From an optimization exercise on the open Yosys and OpenROAD flow, aimed at small area and a short achievable clock period; shortcuts taken in it are not production practice. RTL that was checked went through simulation tests only; none was proved equivalent to the original.

==> flow/design.v (excerpt) <==
module ex_stage (
    input  logic        clk,
    input  logic        arst_n_i,
    input  logic        inst_valid_i,
    input  logic [31:0] inst_pc_i,
    input  logic [6:0]  inst_opcode_i,
    input  logic [2:0]  inst_funct3_i,
    input  logic [6:0]  inst_funct7_i,
    input  logic [4:0]  inst_rd_i,
    input  logic [31:0] inst_imm_i,
    input  logic [31:0] inst_rs1_data_i,
    input  logic [31:0] inst_rs2_data_i,
    output logic        wb_valid_o,
    output logic [4:0]  wb_rd_o,
    output logic [31:0] wb_data_o,
    output logic        jump_valid_o,
    output logic [31:0] jump_target_o
);
For scale: ~1500 cells after synthesis, ~200 flip-flops, roughly 13000 µm² of cells after synthesis.
export LEC_CHECK = 0
export CAP_MARGIN = 20
export CORE_MARGIN = 2
export CORE_UTILIZATION = 30
export SETUP_SLACK_MARGIN = 2.3
export SLEW_MARGIN = 20
create_clock -name core_clock -period 5.0 [get_ports {clk}]
standard.sh (not shown) runs the stock make flow with config.mk's settings and CLKGATE_MAP_FILE= SYNTH_SCRIPT=/design/flow/synth_recipe.tcl, a recipe that flattens the netlist after the stock synthesis.
==> flow/flow/run.sh <==
#!/bin/bash
# The standard layout, except that the port buffers are the smallest
# buffer (sky130_fd_sc_hd__buf_1) instead of the default choice; repair still
# resizes any of them that need it. ORFS keeps each step's full log under
# orfs/logs; make's own output goes to standard.log here.
set -euo pipefail
bash standard.sh "BUFFER_PORTS_ARGS=-buffer_cell sky130_fd_sc_hd__buf_1" finish > standard.log 2>&1
Then changed:
--- a/flow/design.v
+++ b/flow/design.v
@@ -229,63 +229,59 @@
         rd_q   <= inst_rd_i;
         wsum_q <= wsum;
         tsum_q <= tsum;
         wgen_q <= wgen;
         tgen_q <= tgen;
     end
     logic [NB:0]   wc;
     logic [NT:0]   tc;
     logic [NB-1:0] wprop;
     logic [NT-1:0] tprop;
-    for (genvar b = 0; b < NB; b++) begin : g_wprop
+    logic [31:0]   wres, tres;
+    for (genvar b = 0; b < NB; b++) begin : g_prop
         assign wprop[b] = &wsum_q[b*BS +: BS];
     end
     for (genvar b = 0; b < NT; b++) begin : g_tprop
         assign tprop[b] = &tsum_q[b*BT +: BT];
     end
     assign wc = carries(wgen_q, wprop);
     assign tc = carries_t(tgen_q, tprop);
+    for (genvar b = 0; b < NB; b++) begin : g_inc
+        logic [BS-1:0] winc;
+        assign winc = wsum_q[b*BS +: BS] + 1'b1;
+        assign wres[b*BS +: BS] = wc[b] ? winc : wsum_q[b*BS +: BS];
+    end
+    for (genvar b = 0; b < NT; b++) begin : g_tinc
+        logic [BT-1:0] tinc;
+        assign tinc = tsum_q[b*BT +: BT] + 1'b1;
+        assign tres[b*BT +: BT] = tc[b] ? tinc : tsum_q[b*BT +: BT];
+    end
     logic [38:0] fwide;
     logic [31:0] fsh, fsh_rev;
     assign fwide = {{7{fill_q}}, wsum_q} >> fs_q;
     assign fsh   = fwide[31:0];
     always_comb begin
         for (int i = 0; i < 32; i++) fsh_rev[i] = fsh[31-i];
     end
     logic eq;
     assign eq = (wsum_q[BS-1:0] == '0) & wgen_q[0] & (&(wprop[NB-1:1] & ~wgen_q[NB-1:1]));
     logic ltu, lt;
     assign ltu   = ~wc[NB];
     assign lt    = cy_q ? ltu : a31_q;
-    logic [31:0]   wd_q, td_q;
-    logic [NB-1:0] wcar_q;
-    logic [NT-1:0] tcar_q;
     always_ff @(posedge clk or negedge arst_n_i) begin
         if (!arst_n_i) begin
             wb_valid_o   <= 1'b0;
             jump_valid_o <= 1'b0;
         end else begin
             wb_valid_o   <= wb_q;
             jump_valid_o <= jmp_q | (breq_q & (eq ^ neg_q)) | (brc_q & (ltu ^ neg_q));
         end
     end
     always_ff @(posedge clk) begin
-        wb_rd_o <= rd_q;
-        wd_q    <= slt_q ? {31'b0, lt} :
-                   sl_q  ? fsh_rev :
-                   sr_q  ? fsh :
-                           wsum_q;
-        wcar_q  <= wc[NB-1:0] & {NB{~slt_q}};
-        td_q    <= tsum_q;
-        tcar_q  <= tc[NT-1:0];
-    end
-    for (genvar b = 0; b < NB; b++) begin : g_winc
-        logic [BS-1:0] winc;
-        assign winc = wd_q[b*BS +: BS] + 1'b1;
-        assign wb_data_o[b*BS +: BS] = wcar_q[b] ? winc : wd_q[b*BS +: BS];
-    end
-    for (genvar b = 0; b < NT; b++) begin : g_tinc
-        logic [BT-1:0] tinc;
-        assign tinc = td_q[b*BT +: BT] + 1'b1;
-        assign jump_target_o[b*BT +: BT] = tcar_q[b] ? tinc : td_q[b*BT +: BT];
+        wb_rd_o       <= rd_q;
+        wb_data_o     <= slt_q ? {31'b0, lt} :
+                         sl_q  ? fsh_rev :
+                         sr_q  ? fsh :
+                                 wres;
+        jump_target_o <= tres;
     end
 endmodule
After rerunning: Critical path depth rose by 2. Final area shrinks by a few percent. Global-route usage rose by 0.18 points. Via count is about the same. Fmax climbs by a few percent. Non-clock buffer count came out lower by 5. Synthesized area fell by a few percent. Final cell count goes up slightly. Routed wire length shrinks by a few percent. Worst hold slack is about the same. Die area decreases by a few percent.
The RTL of the first run of this note was laid out without a check of its function.

raven:
The RTL this note starts from:
==> flow/design.v <==
`timescale 1ns/1ps
package ex_pkg;
    typedef enum logic [6:0] {
        OPC_OP_IMM = 7'b0010011,
        OPC_OP     = 7'b0110011,
        OPC_LUI    = 7'b0110111,
        OPC_AUIPC  = 7'b0010111,
        OPC_JAL    = 7'b1101111,
        OPC_JALR   = 7'b1100111,
        OPC_BRANCH = 7'b1100011
    } opcode_e;
endpackage
`timescale 1ns/1ps
`timescale 1ns/1ps
`timescale 1ns/1ps
`timescale 1ns/1ps
import ex_pkg::*;
module ex_stage (
    input  logic        clk,
    input  logic        arst_n_i,
    input  logic        inst_valid_i,
    input  logic [31:0] inst_pc_i,
    input  logic [6:0]  inst_opcode_i,
    input  logic [2:0]  inst_funct3_i,
    input  logic [6:0]  inst_funct7_i,
    input  logic [4:0]  inst_rd_i,
    input  logic [31:0] inst_imm_i,
    input  logic [31:0] inst_rs1_data_i,
    input  logic [31:0] inst_rs2_data_i,
    output logic        wb_valid_o,
    output logic [4:0]  wb_rd_o,
    output logic [31:0] wb_data_o,
    output logic        jump_valid_o,
    output logic [31:0] jump_target_o
);
    localparam int BS = 2;           
    localparam int NB = 32 / BS;     
    localparam int BT = 4;           
    localparam int NT = 32 / BT;     
    function automatic logic [BS:0] padd(input logic [BS-1:0] px, input logic [BS-1:0] gx,
                                         input logic cin);
        logic [BS-1:0] p, g, gn, pn;
        p = px;
        g = gx;
        g[0] = g[0] | (p[0] & cin);
        pn = p;
        for (int d = 1; d < BS; d = d * 2) begin
            gn = g;
            for (int i = d; i < BS; i++) begin
                gn[i] = g[i] | (pn[i] & g[i-d]);
            end
            for (int i = BS - 1; i >= d; i--) begin
                pn[i] = pn[i] & pn[i-d];
            end
            g = gn;
        end
        padd = {g[BS-1], p ^ {g[BS-2:0], cin}};
    endfunction
    function automatic logic [NB:0] carries(input logic [NB-1:0] gen, input logic [NB-1:0] prop);
        logic [NB-1:0] g, p, gn;
        g = gen;
        p = prop;
        for (int d = 1; d < NB; d = d * 2) begin
            gn = g;
            for (int i = d; i < NB; i++) begin
                gn[i] = g[i] | (p[i] & g[i-d]);
            end
            for (int i = NB - 1; i >= d; i--) begin
                p[i] = p[i] & p[i-d];
            end
            g = gn;
        end
        carries = {g, 1'b0};
    endfunction
    function automatic logic [BT:0] padd_t(input logic [BT-1:0] px, input logic [BT-1:0] gx,
                                         input logic cin);
        logic [BT-1:0] p, g, gn, pn;
        p = px;
        g = gx;
        g[0] = g[0] | (p[0] & cin);
        pn = p;
        for (int d = 1; d < BT; d = d * 2) begin
            gn = g;
            for (int i = d; i < BT; i++) begin
                gn[i] = g[i] | (pn[i] & g[i-d]);
            end
            for (int i = BT - 1; i >= d; i--) begin
                pn[i] = pn[i] & pn[i-d];
            end
            g = gn;
        end
        padd_t = {g[BT-1], p ^ {g[BT-2:0], cin}};
    endfunction
    function automatic logic [NT:0] carries_t(input logic [NT-1:0] gen, input logic [NT-1:0] prop);
        logic [NT-1:0] g, p, gn;
        g = gen;
        p = prop;
        for (int d = 1; d < NT; d = d * 2) begin
            gn = g;
            for (int i = d; i < NT; i++) begin
                gn[i] = g[i] | (p[i] & g[i-d]);
            end
            for (int i = NT - 1; i >= d; i--) begin
                p[i] = p[i] & p[i-d];
            end
            g = gn;
        end
        carries_t = {g, 1'b0};
    endfunction
    logic is_op, is_opimm, is_alu, is_lui, is_auipc, is_jal, is_jalr, is_branch;
    logic [2:0] f3;
    logic       alt;
    assign f3        = inst_funct3_i;
    assign alt       = inst_funct7_i[5];
    assign is_op     = inst_opcode_i == OPC_OP;
    assign is_opimm  = inst_opcode_i == OPC_OP_IMM;
    assign is_alu    = is_op | is_opimm;
    assign is_lui    = inst_opcode_i == OPC_LUI;
    assign is_auipc  = inst_opcode_i == OPC_AUIPC;
    assign is_jal    = inst_opcode_i == OPC_JAL;
    assign is_jalr   = inst_opcode_i == OPC_JALR;
    assign is_branch = inst_opcode_i == OPC_BRANCH;
    logic [31:0] rs1, rs2, imm, pc;
    assign rs1 = inst_rs1_data_i;
    assign rs2 = inst_rs2_data_i;
    assign imm = inst_imm_i;
    assign pc  = inst_pc_i;
    logic b6, b5, b2;
    assign b6 = inst_opcode_i[6];
    assign b5 = inst_opcode_i[5];
    assign b2 = inst_opcode_i[2];
    logic [31:0] opb;
    assign opb = b5 ? rs2 : imm;
    logic alu_slt, sub, use_adder;
    assign alu_slt   = is_alu & (f3[2:1] == 2'b01);
    assign sub       = ~b2 & (b6 | (~f3[2] & (f3[1] | (b5 & alt))));
    assign use_adder = b2 | b6 | (~f3[2] & (f3[1] | ~f3[0]));
    logic [31:0] add_a, add_b, add_b_raw;
    assign add_a = ~b2 ? rs1 : (pc & {32{b6 | ~b5}});
    always_comb begin
        for (int i = 0; i < 32; i++) begin
            if (!b2)
                add_b_raw[i] = opb[i];
            else if (b6)
                add_b_raw[i] = (i == 2);
            else
                add_b_raw[i] = (i >= 12) & imm[i];
        end
    end
    assign add_b = add_b_raw ^ {32{sub}};
    logic        shl, sh_fill;
    logic [31:0] sh_in, sh_out;
    logic [32:0] sh_wide;
    assign shl = ~f3[2];
    always_comb begin
        for (int i = 0; i < 32; i++) sh_in[i] = shl ? rs1[31-i] : rs1[i];
    end
    assign sh_fill = ~shl & alt & rs1[31];
    assign sh_wide = $signed({sh_fill, sh_in}) >>> {opb[4], 4'b0000};
    assign sh_out  = sh_wide[31:0];
    logic [31:0] other;
    logic [31:0] bx, ba;
    assign bx = add_a ^ add_b;
    assign ba = add_a & add_b;
    always_comb begin
        case (f3)
            3'b100:  other = bx;
            3'b110:  other = bx | ba;
            3'b111:  other = ba;
            default: other = sh_out;
        endcase
    end
    logic [31:0]   wsum, tsum;
    logic [NB-1:0] wgen;
    logic [NT-1:0] tgen;
    logic [31:0]   tgt_a;
    assign tgt_a = (b2 & ~inst_opcode_i[3]) ? rs1 : pc;
    for (genvar b = 0; b < NB; b++) begin : g_blk
        logic [BS:0] ws;
        assign ws = padd(bx[b*BS +: BS], ba[b*BS +: BS], (b == 0) ? sub : 1'b0);
        assign wsum[b*BS +: BS] = use_adder ? ws[BS-1:0] : other[b*BS +: BS];
        assign wgen[b]          = use_adder & ws[BS];
    end
    for (genvar b = 0; b < NT; b++) begin : g_tblk
        logic [BT:0] ts;
        assign ts = padd_t(tgt_a[b*BT +: BT] ^ imm[b*BT +: BT], tgt_a[b*BT +: BT] & imm[b*BT +: BT], 1'b0);
        assign tsum[b*BT +: BT] = ts[BT-1:0];
        assign tgen[b]          = ts[BT];
    end
    logic br_ok, s1_wb, s1_jmp, s1_breq, s1_brlt, s1_uns, s1_neg, s1_cy, s1_brc;
    assign br_ok   = is_branch & (f3[2] | ~f3[1]);
    assign s1_wb   = inst_valid_i & (is_alu | is_lui | is_auipc | is_jal | is_jalr);
    assign s1_jmp  = inst_valid_i & (is_jal | is_jalr) | (s1_brlt & ~s1_cy & (rs1[31] ^ s1_neg));
    assign s1_breq = inst_valid_i & br_ok & ~f3[2];
    assign s1_brlt = inst_valid_i & br_ok & f3[2];
    assign s1_uns  = is_branch ? f3[1] : f3[0];
    assign s1_neg  = f3[0];
    assign s1_cy   = s1_uns | ~(rs1[31] ^ opb[31]);
    assign s1_brc  = s1_brlt & s1_cy;
    logic          wb_q, jmp_q, breq_q, brc_q;
    logic          neg_q, slt_q, sl_q, sr_q, cy_q, a31_q, fill_q;
    logic [3:0]    fs_q;
    logic [4:0]    rd_q;
    logic [31:0]   wsum_q, tsum_q;
    logic [NB-1:0] wgen_q;
    logic [NT-1:0] tgen_q;
    always_ff @(posedge clk or negedge arst_n_i) begin
        if (!arst_n_i) begin
            wb_q   <= 1'b0;
            jmp_q  <= 1'b0;
            breq_q <= 1'b0;
            brc_q  <= 1'b0;
        end else begin
            wb_q   <= s1_wb;
            jmp_q  <= s1_jmp;
            breq_q <= s1_breq;
            brc_q  <= s1_brc;
        end
    end
    always_ff @(posedge clk) begin
        neg_q  <= s1_neg;
        slt_q  <= alu_slt;
        sl_q   <= is_alu & (f3 == 3'b001);
        sr_q   <= is_alu & (f3 == 3'b101);
        fill_q <= sh_fill;
        fs_q   <= opb[3:0];
        cy_q   <= s1_cy;
        a31_q  <= rs1[31];
        rd_q   <= inst_rd_i;
        wsum_q <= wsum;
        tsum_q <= tsum;
        wgen_q <= wgen;
        tgen_q <= tgen;
    end
    logic [NB:0]   wc;
    logic [NT:0]   tc;
    logic [NB-1:0] wprop;
    logic [NT-1:0] tprop;
    logic [31:0]   wres, tres;
    for (genvar b = 0; b < NB; b++) begin : g_prop
        assign wprop[b] = &wsum_q[b*BS +: BS];
    end
    for (genvar b = 0; b < NT; b++) begin : g_tprop
        assign tprop[b] = &tsum_q[b*BT +: BT];
    end
    assign wc = carries(wgen_q, wprop);
    assign tc = carries_t(tgen_q, tprop);
    for (genvar b = 0; b < NB; b++) begin : g_inc
        logic [BS-1:0] winc;
        assign winc = wsum_q[b*BS +: BS] + 1'b1;
        assign wres[b*BS +: BS] = wc[b] ? winc : wsum_q[b*BS +: BS];
    end
    for (genvar b = 0; b < NT; b++) begin : g_tinc
        logic [BT-1:0] tinc;
        assign tinc = tsum_q[b*BT +: BT] + 1'b1;
        assign tres[b*BT +: BT] = tc[b] ? tinc : tsum_q[b*BT +: BT];
    end
    logic [46:0] fwide;
    logic [31:0] fsh, fsh_rev;
    assign fwide = {{15{fill_q}}, wsum_q} >> fs_q;
    assign fsh   = fwide[31:0];
    always_comb begin
        for (int i = 0; i < 32; i++) fsh_rev[i] = fsh[31-i];
    end
    logic eq;
    assign eq = (wsum_q[BS-1:0] == '0) & wgen_q[0] & (&(wprop[NB-1:1] & ~wgen_q[NB-1:1]));
    logic ltu, lt;
    assign ltu   = ~wc[NB];
    assign lt    = cy_q ? ltu : a31_q;
    always_ff @(posedge clk or negedge arst_n_i) begin
        if (!arst_n_i) begin
            wb_valid_o   <= 1'b0;
            jump_valid_o <= 1'b0;
        end else begin
            wb_valid_o   <= wb_q;
            jump_valid_o <= jmp_q | (breq_q & (eq ^ neg_q)) | (brc_q & (ltu ^ neg_q));
        end
    end
    always_ff @(posedge clk) begin
        wb_rd_o       <= rd_q;
        wb_data_o     <= slt_q ? {31'b0, lt} :
                         sl_q  ? fsh_rev :
                         sr_q  ? fsh :
                                 wres;
        jump_target_o <= tres;
    end
endmodule
export LEC_CHECK = 0
export CAP_MARGIN = 20
export CORE_MARGIN = 2
export CORE_UTILIZATION = 30
export SETUP_SLACK_MARGIN = 2.3
export SLEW_MARGIN = 20
create_clock -name core_clock -period 5.0 [get_ports {clk}]
Scripts as last shown in full above: flow/flow/run.sh
Edits applied to the flow inputs when going from raven to ember:
--- a/flow/design.v
+++ b/flow/design.v
@@ -33,11 +33,11 @@
     output logic        jump_valid_o,
     output logic [31:0] jump_target_o
 );
     localparam int BS = 2;           
     localparam int NB = 32 / BS;     
-    localparam int BT = 4;           
+    localparam int BT = 8;           
     localparam int NT = 32 / BT;     
     function automatic logic [BS:0] padd(input logic [BS-1:0] px, input logic [BS-1:0] gx,
                                          input logic cin);
         logic [BS-1:0] p, g, gn, pn;
         p = px;
@@ -154,11 +154,11 @@
     assign shl = ~f3[2];
     always_comb begin
         for (int i = 0; i < 32; i++) sh_in[i] = shl ? rs1[31-i] : rs1[i];
     end
     assign sh_fill = ~shl & alt & rs1[31];
-    assign sh_wide = $signed({sh_fill, sh_in}) >>> {opb[4], 4'b0000};
+    assign sh_wide = $signed({sh_fill, sh_in}) >>> {opb[4:3], 3'b000};
     assign sh_out  = sh_wide[31:0];
     logic [31:0] other;
     logic [31:0] bx, ba;
     assign bx = add_a ^ add_b;
     assign ba = add_a & add_b;
@@ -197,11 +197,11 @@
     assign s1_neg  = f3[0];
     assign s1_cy   = s1_uns | ~(rs1[31] ^ opb[31]);
     assign s1_brc  = s1_brlt & s1_cy;
     logic          wb_q, jmp_q, breq_q, brc_q;
     logic          neg_q, slt_q, sl_q, sr_q, cy_q, a31_q, fill_q;
-    logic [3:0]    fs_q;
+    logic [2:0]    fs_q;
     logic [4:0]    rd_q;
     logic [31:0]   wsum_q, tsum_q;
     logic [NB-1:0] wgen_q;
     logic [NT-1:0] tgen_q;
     always_ff @(posedge clk or negedge arst_n_i) begin
@@ -221,11 +221,11 @@
         neg_q  <= s1_neg;
         slt_q  <= alu_slt;
         sl_q   <= is_alu & (f3 == 3'b001);
         sr_q   <= is_alu & (f3 == 3'b101);
         fill_q <= sh_fill;
-        fs_q   <= opb[3:0];
+        fs_q   <= opb[2:0];
         cy_q   <= s1_cy;
         a31_q  <= rs1[31];
         rd_q   <= inst_rd_i;
         wsum_q <= wsum;
         tsum_q <= tsum;
@@ -253,13 +253,13 @@
     for (genvar b = 0; b < NT; b++) begin : g_tinc
         logic [BT-1:0] tinc;
         assign tinc = tsum_q[b*BT +: BT] + 1'b1;
         assign tres[b*BT +: BT] = tc[b] ? tinc : tsum_q[b*BT +: BT];
     end
-    logic [46:0] fwide;
+    logic [38:0] fwide;
     logic [31:0] fsh, fsh_rev;
-    assign fwide = {{15{fill_q}}, wsum_q} >> fs_q;
+    assign fwide = {{7{fill_q}}, wsum_q} >> fs_q;
     assign fsh   = fwide[31:0];
     always_comb begin
         for (int i = 0; i < 32; i++) fsh_rev[i] = fsh[31-i];
     end
     logic eq;
Per the final summary, ember finished and its layout is clean on timing, DRC and antenna.
Compared with raven, ember ends up with less cell area.
Die span in x: ember vs raven down 2.7%
Diff raven -> ember: number of distinct standard cells referenced by the synthesized netlist went down 8, wire length moved down, number of failing setup endpoints in the final timing report ~0 delta.
Row number of global-route vias before repair: ember lower / raven higher
Setup slack after layout (lower): ember
Per the comparison of ember with raven, number of cells on the critical path now larger, net count of the finished layout now smaller, top fanout value on the critical path now smaller.
Lower first-pass GRT wire length goes to ember over raven.
Count of buffering cells on the critical path with inverters included, raven and ember: lower on raven
No functional check of the RTL was part of any run of this note.

## what the ideal ports hide
How much do the figures lean on ideal ports? The routed layouts below were timed once more, with nothing changed but the port constraints. Step 1 (the two cells are an assumption about what drives the block):
set clk [get_ports {clk}]
set_driving_cell -lib_cell sky130_fd_sc_hd__clkbuf_16 $clk
set_driving_cell -lib_cell sky130_fd_sc_hd__buf_2 [delete_from_list [all_inputs] $clk]
Step 2 moves the port delays by t, midway between the first and last clock arrival at a register: inputs arrive t later, outputs are due t later. That takes back most of the time a late clock gives input paths. Slacks: ideal ports / drivers / drivers and shift; pairs: ideal ports / drivers.
run | shift t [ns] | setup slack, ns | worst setup path at the end | worst data-port slew with drivers (ns)
the first run of note 1 | 0.514 | 2.258 / 2.264 / 1.750 | input to register | 0.09
the second run of note 1 | 0.524 | 2.321 / 2.321 / 1.797 | input to register | 0.10
raven | 0.540 | 2.322 / 2.315 / 1.774 | input to register | 0.13
ember | 0.534 | 2.282 / 2.279 / 1.744 | input to register | 0.07
After both steps setup and hold are still met in every run listed. For raven, which loses most, drivers alone change the setup slack by -0.007 ns; drivers and shift together by -0.548 ns.
